Background: an optimization exercise with open tools, aiming at small area, a short achievable clock period and few clock cycles per item. Do not read the settings as production practice.
In this exercise RTL edits were held to simulation tests only and were not proved equivalent to the original.

==> design.v <==
`default_nettype none
package xtea3_pkg;
  typedef logic [31:0]  word_t;
  typedef logic [127:0] block_t;    
  typedef logic [255:0] key_t;      
  localparam word_t Delta = 32'h9E37_79B9;
  localparam logic [2:0] CFG_KEY_0_1 = 3'd0;
  localparam logic [2:0] CFG_KEY_2_3 = 3'd1;
  localparam logic [2:0] CFG_KEY_4_5 = 3'd2;
  localparam logic [2:0] CFG_KEY_6_7 = 3'd3;
  localparam logic [2:0] CFG_ROUNDS  = 3'd4;
  function automatic word_t rotl(word_t v, logic [4:0] s);
    logic [63:0] t;
    t = {v, v} << s;
    rotl = t[63:32];
  endfunction
  function automatic word_t sel4(logic [127:0] k, logic [1:0] i);
    case (i)
      2'd0: sel4 = k[31:0];
      2'd1: sel4 = k[63:32];
      2'd2: sel4 = k[95:64];
      default: sel4 = k[127:96];
    endcase
  endfunction
endpackage
`default_nettype wire
`default_nettype none
module xtea3_mix_rot (
  input  xtea3_pkg::word_t     x_i,
  input  xtea3_pkg::key_t      key_i,
  input  wire logic [1:0]      sel_i,
  output xtea3_pkg::word_t     rot_hi_o,
  output xtea3_pkg::word_t     rot_lo_o
);
  assign rot_hi_o = xtea3_pkg::rotl(xtea3_pkg::sel4(key_i[255:128], sel_i), x_i[4:0]);
  assign rot_lo_o = xtea3_pkg::rotl(xtea3_pkg::sel4(key_i[127:0], sel_i), x_i[31:27]);
endmodule
module xtea3_mix_sum (
  input  xtea3_pkg::word_t     x_i,
  input  xtea3_pkg::word_t     rot_hi_i,
  input  xtea3_pkg::word_t     rot_lo_i,
  input  xtea3_pkg::word_t     p_i,
  input  xtea3_pkg::word_t     s_i,
  output xtea3_pkg::word_t     mix_o
);
  assign mix_o = ((x_i << 4) + rot_hi_i) ^ (p_i + s_i) ^ ((x_i >> 5) + rot_lo_i);
endmodule
`default_nettype wire
`default_nettype none
module xtea3_block_cipher_unit (
  input  wire logic        clk_i,
  input  wire logic        rst_ni,
  input  wire logic        cfg_valid_i,
  output logic             cfg_ready_o,
  input  wire logic [2:0]  cfg_index_i,
  input  wire logic [63:0] cfg_data_i,
  input  wire logic        start,
  output logic             busy,
  input  wire logic        cmd_i,
  input  wire logic [31:0] in_word0_i,
  input  wire logic [31:0] in_word1_i,
  input  wire logic [31:0] in_word2_i,
  input  wire logic [31:0] in_word3_i,
  output logic             done_o,
  output logic [31:0]      out_word0_o,
  output logic [31:0]      out_word1_o,
  output logic [31:0]      out_word2_o,
  output logic [31:0]      out_word3_o
);
  localparam xtea3_pkg::word_t DeltaR0  = 32'(64'(xtea3_pkg::Delta) * 64'd96);
  localparam xtea3_pkg::word_t NegDelta = -xtea3_pkg::Delta;
  xtea3_pkg::key_t  key_q;
  logic [7:0]       rounds_q;
  xtea3_pkg::word_t dr_q;          
  logic             calc_q;        
  logic             busy_q, done_q;
  logic             a_val, a_calc, a_dec;
  logic [7:0]       a_cnt;         
  logic [1:0]       a_wp;          
  logic [1:0]       a_selx, a_sely;    
  xtea3_pkg::block_t a_w;
  xtea3_pkg::word_t a_tau;         
  logic             b_val, b_calc, b_dec, b_white;
  logic [7:0]       b_cnt;
  logic [1:0]       b_wp, b_kidx;
  xtea3_pkg::block_t b_w;
  xtea3_pkg::word_t b_tau;
  xtea3_pkg::word_t b_rhx, b_rlx, b_rhy, b_rly;
  logic             c_val, c_calc, c_dec, c_white, c_fin;
  logic [7:0]       c_cnt;
  logic [1:0]       c_wp, c_kidx;    
  xtea3_pkg::block_t c_w;
  xtea3_pkg::word_t c_tau;         
  xtea3_pkg::word_t c_mx, c_my;
  logic             cfg_we, rounds_we;
  logic             slot_free, ld, accept;
  xtea3_pkg::word_t k4, k5, k6, k7;
  assign k4 = key_q[159:128];
  assign k5 = key_q[191:160];
  assign k6 = key_q[223:192];
  assign k7 = key_q[255:224];
  assign cfg_ready_o = 1'b1;
  assign cfg_we      = cfg_valid_i;
  assign rounds_we   = cfg_we && (cfg_index_i == xtea3_pkg::CFG_ROUNDS);
  assign slot_free = !c_val && !c_calc;
  assign ld        = slot_free || rounds_we;
  assign busy      = busy_q;
  assign accept    = start && !busy_q;
  assign done_o    = done_q;
  always_ff @(posedge clk_i) begin
    if (!rst_ni) begin
      key_q    <= '0;
      rounds_q <= 8'd96;
    end else if (cfg_we) begin
      case (cfg_index_i)
        xtea3_pkg::CFG_KEY_0_1: key_q[63:0]    <= cfg_data_i;
        xtea3_pkg::CFG_KEY_2_3: key_q[127:64]  <= cfg_data_i;
        xtea3_pkg::CFG_KEY_4_5: key_q[191:128] <= cfg_data_i;
        xtea3_pkg::CFG_KEY_6_7: key_q[255:192] <= cfg_data_i;
        xtea3_pkg::CFG_ROUNDS:  rounds_q       <= cfg_data_i[7:0];
        default: ;
      endcase
    end
  end
  xtea3_pkg::word_t rhx, rlx, rhy, rly;
  logic             a_white, calc_end, calc_d;
  xtea3_mix_rot u_rot_x (
    .x_i      (a_w[63:32]),
    .key_i    (key_q),
    .sel_i    (a_selx),
    .rot_hi_o (rhx),
    .rot_lo_o (rlx)
  );
  xtea3_mix_rot u_rot_y (
    .x_i      (a_w[127:96]),
    .key_i    (key_q),
    .sel_i    (a_sely),
    .rot_hi_o (rhy),
    .rot_lo_o (rly)
  );
  assign a_white  = (a_wp != 2'd0) && (!a_dec || a_cnt == 8'd0);
  assign calc_end = calc_q && a_calc && (a_cnt == 8'd0);
  assign calc_d   = rounds_we || (calc_q && !calc_end);
  always_ff @(posedge clk_i) begin
    if (!rst_ni) begin
      dr_q <= DeltaR0;
    end else if (calc_end) begin
      dr_q <= a_tau;
    end
  end
  always_ff @(posedge clk_i or negedge rst_ni) begin
    if (!rst_ni) begin
      calc_q <= 1'b0;
      busy_q <= 1'b0;
      b_val  <= 1'b0;
      b_calc <= 1'b0;
      c_val  <= 1'b0;
      c_calc <= 1'b0;
    end else begin
      calc_q <= calc_d;
      busy_q <= calc_d || b_val;
      b_val  <= a_val && !done_q;
      b_calc <= a_calc && !calc_end && !rounds_we;
      c_val  <= b_val;
      c_calc <= b_calc && !rounds_we;
    end
  end
  always_ff @(posedge clk_i) begin
    b_w     <= a_w;
    b_rhx   <= rhx;
    b_rlx   <= rlx;
    b_rhy   <= rhy;
    b_rly   <= rly;
    b_dec   <= a_dec;
    b_tau   <= a_tau;
    b_white <= a_white;
    b_kidx  <= {a_dec, a_dec ^ a_wp[0]};
    b_cnt   <= (!a_white && a_cnt != 8'd0) ? a_cnt - 8'd1 : a_cnt;
    b_wp    <= a_white ? a_wp - 2'd1 : a_wp;
  end
  xtea3_pkg::word_t mix_x, mix_y;
  xtea3_pkg::word_t r1b, r3b;
  xtea3_pkg::word_t sig_t, sig_u;    
  xtea3_pkg::word_t tau_next;
  assign r1b = b_w[63:32];
  assign r3b = b_w[127:96];
  assign sig_t = r3b ^ b_tau ^ NegDelta;
  assign sig_u = ((r3b & b_tau) | (r3b & NegDelta) | (b_tau & NegDelta)) << 1;
  assign tau_next = b_tau + (b_dec ? NegDelta : xtea3_pkg::Delta);
  xtea3_mix_sum u_sum_x (
    .x_i      (r1b),
    .rot_hi_i (b_rhx),
    .rot_lo_i (b_rlx),
    .p_i      (sig_t),
    .s_i      (sig_u),
    .mix_o    (mix_x)
  );
  xtea3_mix_sum u_sum_y (
    .x_i      (r3b),
    .rot_hi_i (b_rhy),
    .rot_lo_i (b_rly),
    .p_i      (r1b),
    .s_i      (b_tau),
    .mix_o    (mix_y)
  );
  always_ff @(posedge clk_i) begin
    c_w     <= b_w;
    c_mx    <= mix_x;
    c_my    <= mix_y;
    c_dec   <= b_dec;
    c_tau   <= tau_next;
    c_white <= b_white;
    c_kidx  <= b_kidx;
    c_cnt   <= b_cnt;
    c_wp    <= b_wp;
    c_fin   <= (b_cnt == 8'd0) && (b_wp == 2'd0);
  end
  xtea3_pkg::word_t r0, r1, r2, r3;
  xtea3_pkg::word_t m1, m3, ka, kb;
  logic [32:0]      s1, s3;
  xtea3_pkg::block_t blk_step;
  xtea3_pkg::block_t blk_load;
  xtea3_pkg::word_t tau_load;
  assign r0 = c_w[31:0];
  assign r1 = c_w[63:32];
  assign r2 = c_w[95:64];
  assign r3 = c_w[127:96];
  assign ka = xtea3_pkg::sel4(key_q[127:0], c_kidx);
  assign kb = xtea3_pkg::sel4(key_q[127:0], c_kidx ^ 2'd2);
  assign m1 = c_white ? ka : (c_dec ? c_mx : c_my);
  assign m3 = c_white ? kb : (c_dec ? c_my : c_mx);
  assign s1 = {r2, c_dec} + {m1 ^ {32{c_dec}}, c_dec};
  assign s3 = {r0, c_dec} + {m3 ^ {32{c_dec}}, c_dec};
  assign blk_step = {s3[32:1], r3, s1[32:1], r1};
  assign blk_load = cmd_i ? {in_word2_i ^ k6, in_word3_i ^ k7, in_word0_i ^ k4, in_word1_i ^ k5}
                          : {in_word1_i, in_word0_i, in_word3_i, in_word2_i};
  assign tau_load = rounds_we ? '0 : (cmd_i ? dr_q : NegDelta);
  always_ff @(posedge clk_i or negedge rst_ni) begin
    if (!rst_ni) begin
      a_val  <= 1'b0;
      a_calc <= 1'b0;
      done_q <= 1'b0;
    end else begin
      if (ld) begin
        a_val  <= accept;
        a_calc <= rounds_we;
      end else begin
        a_val  <= c_val;
        a_calc <= c_calc;
      end
      done_q <= !ld && c_val && c_fin;
    end
  end
  always_ff @(posedge clk_i) begin
    if (slot_free) begin
      a_w <= blk_load;
    end else begin
      a_w <= blk_step;
    end
    if (ld) begin
      a_selx <= tau_load[1:0] - 2'd1;
      a_sely <= tau_load[12:11];
      a_tau  <= tau_load;
      if (rounds_we) begin
        a_dec <= 1'b0;
        a_cnt <= cfg_data_i[7:0];
        a_wp  <= 2'd0;
      end else begin
        a_dec <= cmd_i;
        a_cnt <= rounds_q;
        a_wp  <= 2'd2;
      end
    end else begin
      a_selx <= c_tau[1:0] - 2'd1;
      a_sely <= c_tau[12:11];
      a_tau  <= c_tau;
      a_dec  <= c_dec;
      a_cnt  <= c_cnt;
      a_wp   <= c_wp;
    end
  end
  assign out_word0_o = a_dec ? a_w[127:96] : a_w[31:0]   ^ k4;
  assign out_word1_o = a_dec ? a_w[95:64]  : a_w[63:32]  ^ k5;
  assign out_word2_o = a_dec ? a_w[63:32]  : a_w[95:64]  ^ k6;
  assign out_word3_o = a_dec ? a_w[31:0]   : a_w[127:96] ^ k7;
endmodule
`default_nettype wire
==> run.sh <==
#!/bin/bash
# synth_recipe.tcl (not shown) runs the flow's synth.tcl, then flattens the netlist and writes it again
# the make line also repeats each setting of config.mk as NAME=value (left out here)
make -C /OpenROAD-flow-scripts/flow DESIGN_CONFIG=/design/flow/config.mk WORK_HOME=/design/flow/orfs CLKGATE_MAP_FILE= SYNTH_SCRIPT=/design/flow/synth_recipe.tcl finish
==> config.mk <==
export PLATFORM = sky130hd
export DESIGN_NAME = xtea3_block_cipher_unit
export DESIGN_NICKNAME = xtea3_block_cipher_unit
export VERILOG_FILES = /design/flow/design.v
export SDC_FILE = /design/flow/constraint.sdc
export NUM_CORES = 4
export LEC_CHECK = 0
export CAP_MARGIN = 30
export CORE_MARGIN = 2
export CORE_UTILIZATION = 40
export PLACE_DENSITY = 0.55
export SETUP_SLACK_MARGIN = 5
export SLEW_MARGIN = 30
==> constraint.sdc <==
create_clock -name core_clock -period 10.5 [get_ports {clk_i}]
set_input_delay 2.1000 -clock core_clock [delete_from_list [all_inputs] [get_ports {clk_i}]]
set_output_delay 2.1000 -clock core_clock [all_outputs]
set_load 0.01 [all_outputs]
==> flow_summary.yaml, run 1 <==
drt:
  avgRoutedWirePerCell_um: 29.9
  ant_nets: 0
  wl_met3_mm: 22.1
  drc_errors: 0
  first_pass_iters: 6
  maxUsedRoutingLayer: "met5"
  detail_route.vias_per_cell: 5.89
  drt_wl_total_mm: 255
  drt_iter0_markers: 5514
  num_vias: 50082
  wl_met1_mm: 111
  wl_met2_mm: 110
logic_synthesis:
  yosys.area.top_type: "dfxtp_1"
  synth-main-ff-cell: "dfxtp_1"
  synth_area_um2: 58400
  synth_cells: 6358
  synthTopCellsByArea: "dfxtp_1 35%, mux4_2 9.9%, xnor2_1 8.5%, nand2_1 7.7%, ha_1 6.4%"
  synth_nets: 6865
  syn_area_per_cell_um2: 9.18
  async_flop_share: 0.00885
  synth_top_area_share: 0.346
  yosys_warnings: 2
  synth_cell_types: 94
  synth-edff-count: 0
  yosys_register_bits: 1017
  ys_seq_area_frac: 0.350
floorplanning:
  die_y_um: 386
  die_x_um: 386
  core_um2: 145000
  start_util: 0.402
  dieArea_um2: 149000
  io_pins: 331
  rows: 140
critical_path:
  critical_path_class: "reg -> out"
  cp-end-kind: "primary output"
  path_max_fanout: 35
  crit_path_max_incr_delay_ns: 0.75
  required_ns: 8.40
  crit_start: "a_w[63]"
  r2r_slack_ns: 5.46
  cp-start-kind: "flop"
  arrival_ns: 3.19
  path_cells: "buf_4, xnor2_1, o21ai_0, clkdlybuf4s50_1"
  reg2reg_from: "c_kidx[0]"
  worst-path-buf-inv: 2
  reg2reg_to: "a_w[60]"
  reg2reg_depth: 17
  crit_slowest_cell: "o21ai_0"
  crit_family: "buffers and inverters"
min_path:
  holdCritStartpoint: "b_w[90]"
  worstHoldPathCells: 0
  min_path_type: "reg -> reg"
  worstHoldEndpoint: "c_w[90]"
timing:
  min_period_ns: 5.29
  final_hold_viol_count: 0
  clock_skew_ns: 0.0669
  drv_slew: 0
  clock.fmax_mhz: 189
  final.setup.tns_ns: 0
  rsz0062_at_grt: "false"
  tightest_slew_ns: 1.10
  finalCritPeriodShare: 0.504
  timing.slew.headroom: 0.265
  setup_viol: 0
global_routing:
  grt_pass1_wl_mm: 355
  grt_max_degree: 129
  track_usage: 0.335
  overflow: 0
  grt_pass1_vias: 46354
  antenna_found_initial: 35
place:
  gp_congestion: 1.03
  dp_hpwl_mm: 200
  io_buffers: 329
cts:
  htree_levels: 3
  cts_tree: "yes"
  clockBufferDepth: 3
  cts_sinks: 1017
  clkTransAtPathRegs_ns: 0.06
  ctsHoldBuffers: 0
  root_buffer: "clkbuf_16"
  cts_buffers: 112
  clk_latency_ns: 0.79
layout:
  multi_input_area_um2: 36200
  final_core_util: 0.463
  layout.nets: 6992
  seq_area_um2: 20500
  fillers: 13938
  area_growth_syn_to_layout_pct: 15.2
  final_cell_mix: "1,199 x nand2_1, 988 x dfxtp_1, 609 x o21ai_0"
  layout_commonest_cell: "nand2_1"
  drive_above_1_share: 0.0984
status:
  status: "no timing/DRC/antenna violations"
run:
  maxCapViolCount: 0
## through the flow
step / instances / area, µm² / hold WS (ns) / worst slack (ns)
final: 8509 / 67300 / 0.320 / 5.21
after global routing: 8503 / 67200 / 0.326 / 5.16
after CTS: 8498 / 67100 / 0.324 / 5.04
after detailed placement: 8285 / 63100 / 0.312 / 5.43
after global placement: 8285 / 63100 / 0.311 / 5.50
after floorplan: 6358 / 58400 / 0.310 / 6.32
## cells in the mapped netlist, drive strengths merged, types with 30 or more instances
library cell,count
mux2i,265
a21o,151
nand2,1200
o211ai,72
a21oi,261
mux4,257
buf,64
o21ai,618
clkbuf,304
nor2,191
ha,300
xnor2,568
nand3,53
a211oi,30
dfxtp,1008
xor2,76
a21boi,290
inv,113
nor3,45
mux2,66
## layout make-up
type                            count  area share
Timing Repair Buffer              381      0.0560
Inverter                          113     0.00634
Tap cell                         1917      0.0357
Clock inverter                     63      0.0129
Antenna cell                        8    0.000298
Multi-Input combinational cell   4860       0.538
Clock buffer                      150      0.0462
Sequential cell                  1017       0.304
## logic make-up after synthesis
group           share of synthesized area
compound gates                      0.175
xor+xnor                           0.0989
fa+ha+maj                          0.0667
buf+inv                            0.0315
flops                               0.350
mux                                 0.157
other cells                     0.0000642
simple gates                        0.121
## flip-flops by register name, indices dropped and copies added, names as in the netlist, 128 cells and up
register / cells
key_q: 256
a_w: 128
b_w: 128
c_w: 128
## worst max-delay path by stage
| stage | endpoint | slack (ns) | cells past startpoint |
|---|---|---|---|
| 5_1_grt | out_word0_o[18] | 5.16 | 4 |
| 2_1_floorplan | a_w[60] | 6.32 | 18 |
| 6_report | out_word1_o[31] | 5.21 | 4 |
| 4_1_cts | out_word0_o[18] | 5.04 | 4 |
| 3_3_place_gp | a_w[123] | 5.50 | 15 |
| 3_5_place_dp | a_w[123] | 5.43 | 17 |
## metal layers
metal / global-route usage / vias up
met5: 0 / -
met4: 0.125 / 20
met3: 0.0659 / 387
met2: 0.505 / 2108
met1: 0.472 / 24747
li1: - / 22820
## repair_timing
item | 4_1_cts | 5_1_grt
gates resized for setup | 2 | 0
endpoints found under the setup margin | 74 | 13
setup buffers | 0 | 1
pin swaps | 0 | 0
cloned | 0 | 0
Testbench counts, summed over its fixed seeds: cycles 87,889, blocks 960.
==> inputs of run 2 (changes only) <==
--- a/design.v
+++ b/design.v
@@ -74,7 +74,9 @@
   xtea3_pkg::word_t dr_q;          
   logic             calc_q;        
   logic             busy_q, done_q;
+  xtea3_pkg::block_t out_q;        
   logic             a_val, a_calc, a_dec;
+  logic             a_fin;         
   logic [7:0]       a_cnt;         
   logic [1:0]       a_wp;          
   logic [1:0]       a_selx, a_sely;    
@@ -159,7 +161,7 @@
     end else begin
       calc_q <= calc_d;
       busy_q <= calc_d || b_val;
-      b_val  <= a_val && !done_q;
+      b_val  <= a_val && !a_fin;
       b_calc <= a_calc && !calc_end && !rounds_we;
       c_val  <= b_val;
       c_calc <= b_calc && !rounds_we;
@@ -239,6 +241,7 @@
     if (!rst_ni) begin
       a_val  <= 1'b0;
       a_calc <= 1'b0;
+      a_fin  <= 1'b0;
       done_q <= 1'b0;
     end else begin
       if (ld) begin
@@ -248,7 +251,8 @@
         a_val  <= c_val;
         a_calc <= c_calc;
       end
-      done_q <= !ld && c_val && c_fin;
+      a_fin  <= !ld && c_val && c_fin;
+      done_q <= a_val && a_fin;
     end
   end
   always_ff @(posedge clk_i) begin
@@ -279,9 +283,15 @@
       a_wp   <= c_wp;
     end
   end
-  assign out_word0_o = a_dec ? a_w[127:96] : a_w[31:0]   ^ k4;
-  assign out_word1_o = a_dec ? a_w[95:64]  : a_w[63:32]  ^ k5;
-  assign out_word2_o = a_dec ? a_w[63:32]  : a_w[95:64]  ^ k6;
-  assign out_word3_o = a_dec ? a_w[31:0]   : a_w[127:96] ^ k7;
+  always_ff @(posedge clk_i) begin
+    out_q[31:0]   <= a_dec ? a_w[127:96] : a_w[31:0]   ^ k4;
+    out_q[63:32]  <= a_dec ? a_w[95:64]  : a_w[63:32]  ^ k5;
+    out_q[95:64]  <= a_dec ? a_w[63:32]  : a_w[95:64]  ^ k6;
+    out_q[127:96] <= a_dec ? a_w[31:0]   : a_w[127:96] ^ k7;
+  end
+  assign out_word0_o = out_q[31:0];
+  assign out_word1_o = out_q[63:32];
+  assign out_word2_o = out_q[95:64];
+  assign out_word3_o = out_q[127:96];
 endmodule
 `default_nettype wire
==> flow/run.sh (new file) <==
#!/bin/bash
set -euo pipefail
bash standard.sh SETUP_SLACK_MARGIN=7 finish > standard_make.log 2>&1
==> standard.sh (new file) <==
#!/bin/bash
# synth_recipe.tcl (not shown) runs the flow's synth.tcl, then flattens the netlist and writes it again
# the make line also repeats each setting of config.mk as NAME=value (left out here)
make -C /OpenROAD-flow-scripts/flow DESIGN_CONFIG=/design/flow/config.mk WORK_HOME=/design/flow/orfs CLKGATE_MAP_FILE= SYNTH_SCRIPT=/design/flow/synth_recipe.tcl "${@:-finish}"
--- a/config.mk
+++ b/config.mk
@@ -7,7 +7,6 @@
 export LEC_CHECK = 0
 export CAP_MARGIN = 30
 export CORE_MARGIN = 2
-export CORE_UTILIZATION = 40
-export PLACE_DENSITY = 0.55
-export SETUP_SLACK_MARGIN = 5
+export CORE_UTILIZATION = 45
+export PLACE_DENSITY = 0.6
 export SLEW_MARGIN = 30
removed: run.sh
==> run 2 against run 1 <==
Against the previous run:
- maximum frequency rose by 31%
- die area fell by 7.7%
- clock skew rose by 0.0040 ns
- synthesized cell count rose by 1.6%
- still clean on timing, DRC and antenna
- synthesized area rose by 3.7%
- first-iteration DRC count rose by 12%
- wire length rose by 4.9%
- sequential cell count rose by 129
- sequential share of layout area rose by 1.4 points
==> flow_summary.yaml, run 2 <==
logic_synthesis:
  synth_area_um2: 60600
  synth_cells: 6460
  ys_seq_area_frac: 0.380
  synth-edff-count: 0
  synth_cell_types: 80
  yosysMostFrequentCell: "nand2_1"
  synth-main-ff-cell: "dfxtp_1"
  async_flop_share: 0.00873
  synth_top_area_share: 0.376
  syn_area_per_cell_um2: 9.37
  yosys.area.top_type: "dfxtp_1"
  synthTopCellsByArea: "dfxtp_1 38%, mux4_2 9.5%, xnor2_1 8.4%, nand2_1 7.9%, ha_1 6.2%"
  yosys_warnings: 2
  yosys_register_bits: 1146
  synth.top_cells.by_count: "1,270 x nand2_1, 1,136 x dfxtp_1, 670 x o21ai_0"
  synth_nets: 6967
critical_path:
  cp-start-kind: "flop"
  critical_path_class: "reg -> reg"
  path_cells: "buf_6, buf_4, buf_16, buf_12, mux2i_1, nand2_1, o21ai_0, o21ai_0, ha_1, a21o_1, a21oi_2, nor2_1, a2111oi_4, nor4_2, a2111oi_2, xnor2_1, o21ai_1"
  arrival_ns: 4.64
  cp-end-kind: "flop"
  crit_path_max_incr_delay_ns: 0.45
  crit_slowest_cell: "a2111oi_4"
  path_max_fanout: 7
  path_common_cell: "o21ai_0"
  r2r_slack_ns: 6.47
  required_ns: 11.11
layout:
  final_cell_mix: "1,263 x nand2_1, 1,078 x dfxtp_1, 572 x o21ai_0"
  drive_above_1_share: 0.157
  top_register: "key_q"
  final_core_util: 0.544
  layout.nets: 7267
  largest_reg_flops: 256
  area_growth_syn_to_layout_pct: 19.9
  layout.cells.non_filler: 8647
  layout_commonest_cell: "nand2_1"
  fin_area_um2: 72600
place:
  place_area_um2: 65200
  dp_slack_ns: 5.29
  io_buffers: 329
  gp_congestion: 1.08
  dp_hpwl_mm: 206
  dpl.cell_count: 8250
timing:
  rsz0062_at_grt: "true"
  clock_skew_ns: 0.0709
  clock.fmax_mhz: 248
  setup_viol: 0
  min_period_ns: 4.03
  timing.slew.headroom: 0.252
  tightest_slew_ns: 1.11
  drv_slew: 0
  final_hold_viol_count: 0
  finalCritPeriodShare: 0.384
  layout_setup_ws_ns: 6.47
  final.setup.tns_ns: 0
floorplanning:
  die_y_um: 371
  core_um2: 133000
  start_util: 0.454
  rows: 134
  io_pins: 331
  die_x_um: 371
  dieArea_um2: 138000
drt:
  num_vias: 52315
  drt_iter0_markers: 6203
  drt_wl_total_mm: 267
  detail_route.vias_per_cell: 6.05
  ant_nets: 0
  drc_errors: 0
  avgRoutedWirePerCell_um: 30.9
  first_pass_iters: 6
run:
  maxCapViolCount: 0
cts:
  root_buffer: "clkbuf_16"
  clkTransAtPathRegs_ns: 0.06
  cts_sinks: 1146
  cts_tree: "yes"
  cts_buffers: 121
  clk_latency_ns: 0.79
  htree_levels: 3
  clockBufferDepth: 3
global_routing:
  overflow: 0
  grt_max_degree: 134
  track_usage: 0.380
  grt_pass1_vias: 47357
  grt_pass1_wl_mm: 366
  antenna_found_initial: 33
min_path:
  min_path_type: "reg -> reg"
status:
  status: "no timing/DRC/antenna violations"
[run 2: final cells by class]
type / count / area (µm²)
fillers: 12136 / 60900
multi-input cells: 4839 / 37400
flip-flops and latches: 1146 / 23100
repair buffers: 534 / 5170
clock buffers: 163 / 3380
well taps: 1768 / 2210
clock inverters: 65 / 835
inverters: 118 / 449
diodes: 14 / 35.0
[run 2: path summary, 6_finish.rpt]
kind / endpoint / depth (start not counted) / startpoint
setup / recovery: a_w[63] / 17 / c_kidx[0]
max in group asynchronous: a_fin / 1 / rst_ni
setup reg to reg: a_w[63] / 17 / c_kidx[0]
hold reg to reg: c_w[68] / 0 / b_w[68]
min in group asynchronous: busy_q / 1 / rst_ni
hold / removal: c_w[68] / 0 / b_w[68]
[run 2: metal layers]
layer / GRT usage / wire length, µm / share of wire
met2: 0.533 / 107000 / 0.40
met5: 0 / 212 / 0.00079
met4: 0.163 / 13500 / 0.050
met3: 0.127 / 33400 / 0.12
met1: 0.528 / 113000 / 0.42
[run 2: critical path: cells and delay by family (launching register included)]
kind / cells / cell delay [ns]
fa+ha+maj: 1 / 0.39
mux: 1 / 0.12
compound gates: 7 / 1.94
xor+xnor: 1 / 0.16
simple gates: 3 / 0.30
flops: 1 / 0.40
buf+inv: 4 / 0.56
[run 2: cell families (layout without fill, tap and decap cells)]
group | Yosys count | after routing | synth area share
AND/OR/NAND/NOR | 1677 | 1678 | 0.114
other | 1 | 15 | 0.0000619
flip-flops | 1146 | 1146 | 0.380
multiplexers | 586 | 586 | 0.151
adder cells (fa/ha/maj) | 307 | 307 | 0.0643
XOR/XNOR | 653 | 653 | 0.0949
AO/OA/AOI/OAI | 1614 | 1614 | 0.166
buffers and inverters | 476 | 880 | 0.0298
[run 2: per-stage QoR]
step                      hold slack, ns
after global placement             0.311
after detailed placement           0.312
after global routing               0.302
after floorplan                    0.310
after CTS                          0.290
final                              0.289
[run 2: repair_timing]
action / 4_1_cts / 5_1_grt
hold buffers: 0 / 0
gates cloned: 6 / 0
pin swaps: 124 / 137
setup buffers: 98 / 51
setup endpoints to repair: 609 / 213
gates resized for setup: 463 / 204
Testbench counts of run 2, summed over its fixed seeds: cycles 87,897, blocks 960.

[afterwards: timing with drivers on the ports]
No port has a modelled driver above. Below, the same layouts with a new extraction and two added sets of constraints. Step 1: set_driving_cell puts a clkbuf_16 on clk_i and a buf_2 on each other input, an assumption about the parent block. Step 2 times the ports against the registers' clock, not the clock port: input delays grow and output delays shrink by t, the midpoint of the rising clock arrivals with the driver on. a / b / c = no drivers / after step 1 / after step 2; a / b = the first two.
| run | shift t [ns] | slack for setup (ns) | hold WS [ns] | worst data-port slew with drivers (ns) |
|---|---|---|---|---|
| run 1 | 0.837 | 5.210 / 5.127 / 5.457 | 0.320 / 0.320 / 0.320 | 0.11 |
| run 2 | 0.843 | 6.471 / 6.471 / 5.950 | 0.289 / 0.289 / 0.289 | 0.11 |
After both steps every run listed still meets setup and hold. For run 2, which loses most, drivers alone change the setup slack by 0.000 ns; drivers and shift together by -0.521 ns.
